This is an optimization exercise on Yosys and OpenROAD, whose aim is small area, a short achievable clock period and few clock cycles, not a production implementation.

== trial 73 ==
==> module byte_ram, before the edit <==
module byte_ram #(
   parameter int TAP_P = 8
) (
   input  logic       clk_i,
   input  logic       rstn,
   input  logic       set_addr_i,
   input  logic [7:0] set_val_i,
   input  logic       zero_addr_i,
   input  logic       wr_en_i,
   input  logic [7:0] wr_data_i,
   input  logic       wr_cont_i,     
   output logic       wr_ok_o,       
   output logic       wr_idle_o,     
   input  logic       rd_start_i,
   input  logic       rd_take_i,     
   output logic       rd_ok_o,       
   output logic [7:0] rd_data_o
);
   localparam int NT = 256 / TAP_P;
   localparam int SW = $clog2(TAP_P);
   localparam int KW = 8 - SW;
   logic [2047:0]    ring;
   logic [7:0]       ph;
   logic [7:0]       apos;          
   logic             aset_q;        
   logic [7:0]       aval_q;
   logic [7:0]       dl_data [TAP_P];
   logic [TAP_P-1:0] dl_v;
   logic [SW-1:0]    w_s;
   logic [KW-1:0]    w_k;
   logic [7:0]       w_d;
   logic             w_en;
   logic [7:0]       wd;
   logic [7:0]       rd_off;        
   logic [7:0]       tap [NT];
   assign wr_idle_o = ~|dl_v;
   assign wr_ok_o   = wr_idle_o | wr_cont_i;
   assign wd   = apos - 8'd2;
   logic [SW-1:0] s_n;
   logic          we_q;
   logic [7:0]    wdat_q;
   logic [KW-1:0] wk_q;
   assign s_n  = wr_idle_o ? wd[SW-1:0] : w_s;
   assign w_en = we_q;
   assign w_d  = wdat_q;
   always_ff @(posedge clk_i or negedge rstn) begin
      if (!rstn) begin
         ph     <= '0;
         apos   <= '0;
         aset_q <= 1'b0;
         dl_v   <= '0;
         we_q   <= 1'b0;
      end else begin
         ph     <= ph + 1'b1;
         aset_q <= set_addr_i;
         if (aset_q)           apos <= aval_q - ph - 8'd1;
         else if (wr_en_i)     apos <= apos;
         else if (zero_addr_i) apos <= ~ph;
         else                  apos <= apos - 8'd1;
         for (int j = TAP_P - 1; j > 0; j--) begin
            dl_v[j] <= dl_v[j-1] & (w_s != SW'(j - 1));
         end
         dl_v[0] <= wr_en_i;
         we_q    <= (s_n == '0) ? wr_en_i : dl_v[s_n - 1'b1];
      end
   end
   always_ff @(posedge clk_i) begin
      if (set_addr_i) aval_q <= set_val_i;
      wdat_q <= (s_n == '0) ? wr_data_i : dl_data[s_n - 1'b1];
      wk_q   <= wr_idle_o ? wd[7:SW] : w_k;
      if (wr_idle_o) begin
         w_s <= wd[SW-1:0];
         w_k <= wd[7:SW];
      end
      if (rd_start_i)      rd_off <= apos - 8'd1;
      else if (!rd_take_i) rd_off <= rd_off - 8'd1;
      dl_data[0] <= wr_data_i;
      for (int j = 1; j < TAP_P; j++) begin
         dl_data[j] <= dl_data[j-1];
      end
   end
   logic [2047:0] ring_d;
   always_comb begin
      ring_d = {ring[7:0], ring[2047:8]};
      for (int k = 0; k < NT; k++) begin
         if (w_en && wk_q == KW'(k)) ring_d[k*TAP_P*8 +: 8] = w_d;
      end
   end
   always_ff @(posedge clk_i) begin
      ring <= ring_d;
   end
   always_comb begin
      for (int k = 0; k < NT; k++) begin
         tap[k] = ring[k*TAP_P*8 +: 8];
      end
   end
   assign rd_ok_o   = (rd_off[SW-1:0] == '0);
   assign rd_data_o = tap[rd_off[7:SW]];
endmodule
Settings: LEC_CHECK=0, ABC_CLOCK_PERIOD_IN_PS=2400, CAP_MARGIN=20, CORE_MARGIN=2, CORE_UTILIZATION=50, CTS_CLUSTER_DIAMETER=60, CTS_CLUSTER_SIZE=25, SETUP_SLACK_MARGIN=2.6, SLEW_MARGIN=20; clock period 5.0 ns.
run.sh (not shown) runs the stock make flow with config.mk's settings and CLKGATE_MAP_FILE= SYNTH_SCRIPT=/design/flow/synth_recipe.tcl, a recipe that flattens the netlist after the stock synthesis.
Relative to trial 73, the following input files were edited for build 83:
-- flow/design.v --
<<< trial 73, line 167
   logic [7:0]       wd;
   logic [7:0]       rd_off;        
   logic [7:0]       tap [NT];
   assign wr_idle_o = ~|dl_v;
>>> build 83, line 167
   logic [7:0]       wd;
   logic [7:0]       rd_off;        
   logic [7:0]       rd_off_d;
   logic [7:0]       rsel_lo;       
   logic [3:0]       rsel_hi;       
   logic [7:0]       rgrp [4];
   logic [7:0]       tap [NT];
   assign wr_idle_o = ~|dl_v;
<<< trial 73, line 199
      end
   end
   always_ff @(posedge clk_i) begin
      if (set_addr_i) aval_q <= set_val_i;
>>> build 83, line 203
      end
   end
   always_comb begin
      if (rd_start_i)      rd_off_d = apos - 8'd1;
      else if (!rd_take_i) rd_off_d = rd_off - 8'd1;
      else                 rd_off_d = rd_off;
   end
   always_ff @(posedge clk_i) begin
      if (set_addr_i) aval_q <= set_val_i;
<<< trial 73, line 207
         w_k <= wd[7:SW];
      end
      if (rd_start_i)      rd_off <= apos - 8'd1;
      else if (!rd_take_i) rd_off <= rd_off - 8'd1;
      dl_data[0] <= wr_data_i;
      for (int j = 1; j < TAP_P; j++) begin
>>> build 83, line 216
         w_k <= wd[7:SW];
      end
      rd_off <= rd_off_d;
      rsel_lo <= 8'd1 << rd_off_d[5:3];
      rsel_hi <= 4'd1 << rd_off_d[7:6];
      dl_data[0] <= wr_data_i;
      for (int j = 1; j < TAP_P; j++) begin
<<< trial 73, line 230
   end
   assign rd_ok_o   = (rd_off[SW-1:0] == '0);
   assign rd_data_o = tap[rd_off[7:SW]];
endmodule
`timescale 1ns/1ps
>>> build 83, line 240
   end
   assign rd_ok_o   = (rd_off[SW-1:0] == '0);
   always_comb begin
      for (int h = 0; h < 4; h++) begin
         rgrp[h] = '0;
         for (int l = 0; l < 8; l++) begin
            rgrp[h] = rgrp[h] | (tap[h*8 + l] & {8{rsel_lo[l]}});
         end
      end
      rd_data_o = '0;
      for (int h = 0; h < 4; h++) begin
         rd_data_o = rd_data_o | (rgrp[h] & {8{rsel_hi[h]}});
      end
   end
endmodule
`timescale 1ns/1ps
Results
- Lower via count of the first global-routing pass among build 83 and trial 73: build 83
- Against trial 73, first-pass GRT wire length in build 83 fell by more than 10%.
- Trial 73 gets by with fewer registers than build 83.
- Area fraction in compound gates after synthesis on build 83 is up relative to trial 73.
- Comparing global-route usage for build 83 and trial 73, the smaller number came from build 83.
- Build 83 has non-clock buffer count below what trial 73 had.
- The higher minimum clock period came out of build 83.
- Worst hold slack across all endpoints: build 83 better than trial 73
- Final area ended up about 1.8% lower on build 83 than on trial 73.
- Relative to trial 73, the fraction of met2 tracks used by global routing of build 83 is lower by 5.1 points.
Function was not checked in any run of this note: the RTL went through the layout flow alone.

==> afterwards: timing with drivers on the ports <==
Ports are ideal in the flow. The routed layouts listed here were re-timed in OpenROAD. Step 1, drivers: a clkbuf_16 drives clk_i and a buf_2 each remaining input, both assumed. Step 2 times the ports against the registers' clock, not the clock port: input delays grow and output delays shrink by t, the midpoint of the rising clock arrivals with the driver on. a / b / c = no drivers / after step 1 / after step 2; a / b = the first two.
run	t (ns)	setup slack, ns	hold WS [ns]	slew at the worst register clock pin (ns)
trial 73	0.859	2.247 / 2.247 / 1.814	0.300 / 0.300 / 0.300	0.10 / 0.10
build 83	0.843	2.173 / 2.173 / 1.809	0.314 / 0.314 / 0.314	0.10 / 0.10
After both steps every run listed still meets setup and hold. The setup slack of trial 73, which loses most, moves by 0.000 ns with the drivers and by -0.433 ns with both steps.
